From an optimization exercise on the open Yosys and OpenROAD flow, aimed at small area, a short achievable clock period and few clock cycles per item; shortcuts taken in it are not production practice. At most, simulation tests tie the RTL to the original design; equivalence was not proved.

==> 11-18 <==
==> flow/design.v (excerpt) <==
module sptc_ctrl (
  input  logic                 reset,
  input  logic                 clk,
  input  logic                 load_valid,
  input  logic                 load_target,
  input  logic [7:0][7:0]      load_data,
  input  logic [3:0][1:0]      load_index,
  input  logic                 start,
  output logic [1:0]           state,
  output logic                 result_valid,
  output logic [2:0]           result_row,
  output logic [7:0][31:0]     result_data
);
==> module sptc_ctrl, before the edit <==
module sptc_ctrl (
  input  logic                 reset,
  input  logic                 clk,
  input  logic                 load_valid,
  input  logic                 load_target,
  input  logic [7:0][7:0]      load_data,
  input  logic [3:0][1:0]      load_index,
  input  logic                 start,
  output logic [1:0]           state,
  output logic                 result_valid,
  output logic [2:0]           result_row,
  output logic [7:0][31:0]     result_data
);
  logic [3:0][7:0]      a_val [8];
  logic [3:0][1:0]      a_idx [8];
  logic [7:0][7:0][7:0] b_mem;
  logic [2:0] pa_q, pb_q;
  logic       ready, load_wr, go, wr_a, wr_b;
  logic [3:0] oc_q;        
  logic [3:0] nk;          
  logic       v3_q, h3_q;  
  logic [2:0]       nr;
  logic [3:0][7:0]  rd_a;
  logic [3:0][1:0]  rd_idx;
  logic [3:0][3:0]  e_one, e_two, e_neg;
  logic [3:0][3:0][7:0] x_nxt;
  logic [3:0][7:0]      bh [8];
  logic [3:0][7:0]      ldh;
  logic [3:0][3:0]      s1_one, s1_two, s1_neg;
  logic [3:0][3:0][7:0] s1_x;
  logic [3:0][17:0] c_nxt;
  logic [3:0][17:0] lo_q;
  logic [7:0][17:0] c_q;
  assign ready   = ~state[1];
  assign load_wr = load_valid & ready;
  assign go      = start & ready;
  assign wr_a    = load_wr & (load_target == sptc_ctrl_pkg::tgt_a);
  assign wr_b    = load_wr & (load_target == sptc_ctrl_pkg::tgt_b);
  always_ff @(posedge reset or posedge clk) begin
    if (clk) begin
      state        <= sptc_ctrl_pkg::st_idle;
      pa_q         <= '0;
      pb_q         <= '0;
      oc_q         <= '0;
      v3_q         <= 1'b0;
      h3_q         <= 1'b0;
      result_valid <= 1'b0;
      result_row   <= '0;
    end else begin
      oc_q         <= nk;
      v3_q         <= go | (oc_q != 4'd0);
      h3_q         <= oc_q[0];
      result_valid <= v3_q & h3_q;
      if (result_valid) result_row <= result_row + 3'd1;
      if (go) begin
        pa_q <= '0;
        pb_q <= '0;
      end else begin
        if (wr_a) pa_q <= pa_q + 3'd1;
        if (wr_b) pb_q <= pb_q + 3'd1;
      end
      if (ready) begin
        if (go)           state <= sptc_ctrl_pkg::st_compute;
        else if (load_wr) state <= sptc_ctrl_pkg::st_load;
      end else if (result_valid && result_row == 3'd7) begin
        state <= sptc_ctrl_pkg::st_idle;
      end
    end
  end
  always_ff @(posedge reset) begin
    if (wr_a) begin
      a_val[pa_q] <= load_data[3:0];
      a_idx[pa_q] <= load_index;
    end
    if (wr_b) begin
      b_mem[pb_q] <= load_data;
    end
  end
  assign nk = go ? 4'd1 : ((oc_q != 4'd0) ? oc_q + 4'd1 : 4'd0);
  assign nr = (oc_q == 4'd0) ? 3'd0 : 3'(oc_q[3:1] + {2'd0, oc_q[0]});
  always_comb begin
    if (nr == 3'd0 && wr_a && pa_q == 3'd0) begin
      rd_a   = load_data[3:0];
      rd_idx = load_index;
    end else begin
      rd_a   = a_val[nr];
      rd_idx = a_idx[nr];
    end
  end
  for (genvar j = 0; j < 4; j++) begin : g_enc
    booth_enc u_enc (
      .a   (rd_a[j]),
      .one (e_one[j]),
      .two (e_two[j]),
      .neg (e_neg[j])
    );
  end
  always_comb begin
    for (int k = 0; k < 8; k++) begin
      bh[k] = nk[0] ? b_mem[k][7:4] : b_mem[k][3:0];
    end
    ldh = nk[0] ? load_data[7:4] : load_data[3:0];
    for (int j = 0; j < 4; j++) begin
      x_nxt[j] = bh[4 * (j / 2) + int'(rd_idx[j])];
      if (wr_b && pb_q == 3'(4 * (j / 2) + int'(rd_idx[j]))) x_nxt[j] = ldh;
    end
  end
  always_ff @(posedge reset) begin
    s1_one <= e_one;
    s1_two <= e_two;
    s1_neg <= e_neg;
    s1_x   <= x_nxt;
  end
  sp_core u_core (
    .ck   (reset),
    .one  (s1_one),
    .two  (s1_two),
    .neg  (s1_neg),
    .x    (s1_x),
    .c    (c_nxt)
  );
  always_ff @(posedge reset) begin
    lo_q     <= c_nxt;
    c_q[3:0] <= lo_q;
    c_q[7:4] <= c_nxt;
  end
  always_comb begin
    for (int n = 0; n < 8; n++) result_data[n] = {{14{c_q[n][17]}}, c_q[n]};
  end
endmodule
Settings: LEC_CHECK=0, ABC_CLOCK_PERIOD_IN_PS=3200, CAP_MARGIN=20, CELL_PAD_IN_SITES_DETAIL_PLACEMENT=1, CELL_PAD_IN_SITES_GLOBAL_PLACEMENT=1, CORE_MARGIN=2, CORE_UTILIZATION=30, PLACE_DENSITY=0.45, SETUP_SLACK_MARGIN=4.8, SLEW_MARGIN=20; clock period 8.0 ns.
run.sh (not shown) runs the stock make flow with config.mk's settings and CLKGATE_MAP_FILE= SYNTH_SCRIPT=/design/flow/synth_recipe.tcl, a recipe that flattens the netlist after the stock synthesis.
==> inputs of 12-05, as changes to 11-18 <==
--- a/flow/design.v
+++ b/flow/design.v
@@ -3464,8 +3464,6 @@
   logic [3:0][1:0]  rd_idx;
   logic [3:0][3:0]  e_one, e_two, e_neg;
   logic [3:0][3:0][7:0] x_nxt;
-  logic [3:0][7:0]      bh [8];
-  logic [3:0][7:0]      ldh;
   logic [3:0][3:0]      s1_one, s1_two, s1_neg;
   logic [3:0][3:0][7:0] s1_x;
   logic [3:0][17:0] c_nxt;
@@ -3536,13 +3534,18 @@
     );
   end
   always_comb begin
-    for (int k = 0; k < 8; k++) begin
-      bh[k] = nk[0] ? b_mem[k][7:4] : b_mem[k][3:0];
-    end
-    ldh = nk[0] ? load_data[7:4] : load_data[3:0];
     for (int j = 0; j < 4; j++) begin
-      x_nxt[j] = bh[4 * (j / 2) + int'(rd_idx[j])];
-      if (wr_b && pb_q == 3'(4 * (j / 2) + int'(rd_idx[j]))) x_nxt[j] = ldh;
+      for (int n = 0; n < 4; n++) begin
+        x_nxt[j][n] = '0;
+        for (int r = 0; r < 4; r++) begin
+          if (rd_idx[j] == 2'(r)) begin
+            if (wr_b && pb_q == 3'(4 * (j / 2) + r))
+              x_nxt[j][n] = nk[0] ? load_data[n + 4] : load_data[n];
+            else
+              x_nxt[j][n] = nk[0] ? b_mem[4 * (j / 2) + r][n + 4] : b_mem[4 * (j / 2) + r][n];
+          end
+        end
+      end
     end
   end
   always_ff @(posedge reset) begin
- CORE_UTILIZATION: 30 -> 60
- PLACE_DENSITY: 0.45 -> 0.75
==> metrics.cfg <==
[timing]
skew_ns = 0.0639
setup_viol = 0

[critical_path]
max_stage_delay_ns = 0.55
crit_slowest_cell = fa_1
regToRegStartpoint = u_core.n1_q595
cp.required_ns = 8.70

[route]
wire_per_inst_um = 33.9
vias_per_cell = 5.53

[status]
status = no timing/DRC/antenna violations

[clocking]
cts_setup_buffers = 281

[final_layout]
final_cell_mix = 832 x edfxtp_1, 512 x a22o_1, 430 x inv_1
design_area_um2 = 104000

[grt]
grt_max_degree = 162

Source of the figures above: 11-18

==> metrics.cfg <==
[place]
port_buffers = 338
dp.cells = 8929

[die]
ios = 339
initial_utilization_pct = 60.5

[status]
firstError = [ERROR GRT-0232] Routing congestion too high. Check the congestion heatmap in the GUI.
status = stopped before the end
haltStage = 5_1_grt

[synth]
async_flop_share_pct = 1.28
synth_ff_type = edfxtp_1
avgSynthCellArea_um2 = 11.4
yosysUniqueCellTypes = 70

[grt]
grt_max_degree = 90

[clocking]
cts_hold_buf = 0
cts_setup_buffers = 156

Source of the figures above: 12-05

Testbench counts of 12-05, summed over its fixed seeds: cycles 10,240, jobs 320.
Only the layout flow was run in 11-18; the RTL was not checked for function there.

==> 01-11 <==
sptc_ctrl with an RTL version that a note above also has.
clock: 8.0 ns
lec_check: 0
abc_clock_period_in_ps: 3200
cap_margin: 20
cell_pad_in_sites_detail_placement: 1
cell_pad_in_sites_global_placement: 1
core_margin: 2
core_utilization: 50
place_density: 0.65
setup_slack_margin: 5.0
slew_margin: 20
==> 03-02 (differences from 01-11) <==
Settings changed: CORE_UTILIZATION 50 to 30, PLACE_DENSITY 0.65 to 0.45, SETUP_SLACK_MARGIN 5.0 to 4.8.
==> 06-17 (differences from 01-11) <==
Settings changed: SETUP_SLACK_MARGIN 5.0 to 4.8.
==> notes.md <==
item	01-11	03-02	06-17
Maximum number of pins on one net before global-route repair	77	70	124
Status	complete, no violations	complete, no violations	complete, no violations
Effective utilization at floorplan	0.5039	0.3017	0.5039
Met3 track demand over resource	0.1130	0.03301	0.09940
End of the worst hold path	c_q[14]	c_q[69]	c_q[63]
Reg2reg setup slack	4.50 ns	4.44 ns	4.53 ns
Fraction of area in registers	0.3525	0.3574	0.3691
Met1 routing resource usage after global routing	0.5072	0.3445	0.4968
Number of CTS-inserted buffers	161	181	160
Via density per instance	6.794	5.541	6.720
Vias after detailed routing	68660	63470	66180
Signal buf overhead	0.1136	0.08873	0.08570
Time the worst path needs with I/O delays and setup	3.502 ns	3.557 ns	3.472 ns
Stages on worst setup path	9	9	14
DIE WIDTH	414.8 um	534.3 um	414.8 um
Multi-input gate area	45950 um^2	44700 um^2	44510 um^2
Post-route cell area	105000 um^2	103400 um^2	100200 um^2
Global-route wire length before repair	501.5 mm	521.6 mm	488.7 mm
Post-layout nets	8479	8303	8218
Share of the clock period used by the worst path	0.4378	0.4447	0.4340
Testbench counts of 01-11, summed over its fixed seeds: cycles 10,240, jobs 320.
Testbench counts of 03-02, summed over its fixed seeds: cycles 10,240, jobs 320.
Testbench counts of 06-17, summed over its fixed seeds: cycles 10,240, jobs 320.

==> what the ideal ports hide <==
The flow's constraints put no driver on any port. The routed layouts listed below were extracted and timed again, unchanged, in two steps.
Step 1 assumes that a clkbuf_16 drives the clock port and a buf_2 every other input.
Step 2 adds t to the input delays and takes it off the output delays; t is the mean of the earliest and latest rising clock arrival at the registers after step 1. Input paths then give back, and output paths get back, about the clock's delay inside the block.
a / b / c = ideal / step 1 / step 2; a / b = the first two.
| run | shift t [ns] | setup WS [ns] | hold slack, ns | worst setup path at the end | slew at the worst register clock pin (ns) |
|---|---|---|---|---|---|
| 11-18 | 0.968 | 4.378 / 4.378 / 3.696 | 0.335 / 0.335 / 0.335 | input to register | 0.08 / 0.08 |
| 01-11 | 0.921 | 4.498 / 4.498 / 3.984 | 0.345 / 0.345 / 0.345 | input to register | 0.07 / 0.07 |
| 03-02 | 0.971 | 4.443 / 4.443 / 3.854 | 0.344 / 0.344 / 0.344 | input to register | 0.07 / 0.07 |
| 06-17 | 0.926 | 4.528 / 4.528 / 3.897 | 0.339 / 0.339 / 0.339 | input to register | 0.07 / 0.07 |
After both steps setup and hold are still met in every run listed. For 11-18, which loses most, drivers alone change the setup slack by 0.000 ns; drivers and shift together by -0.682 ns.
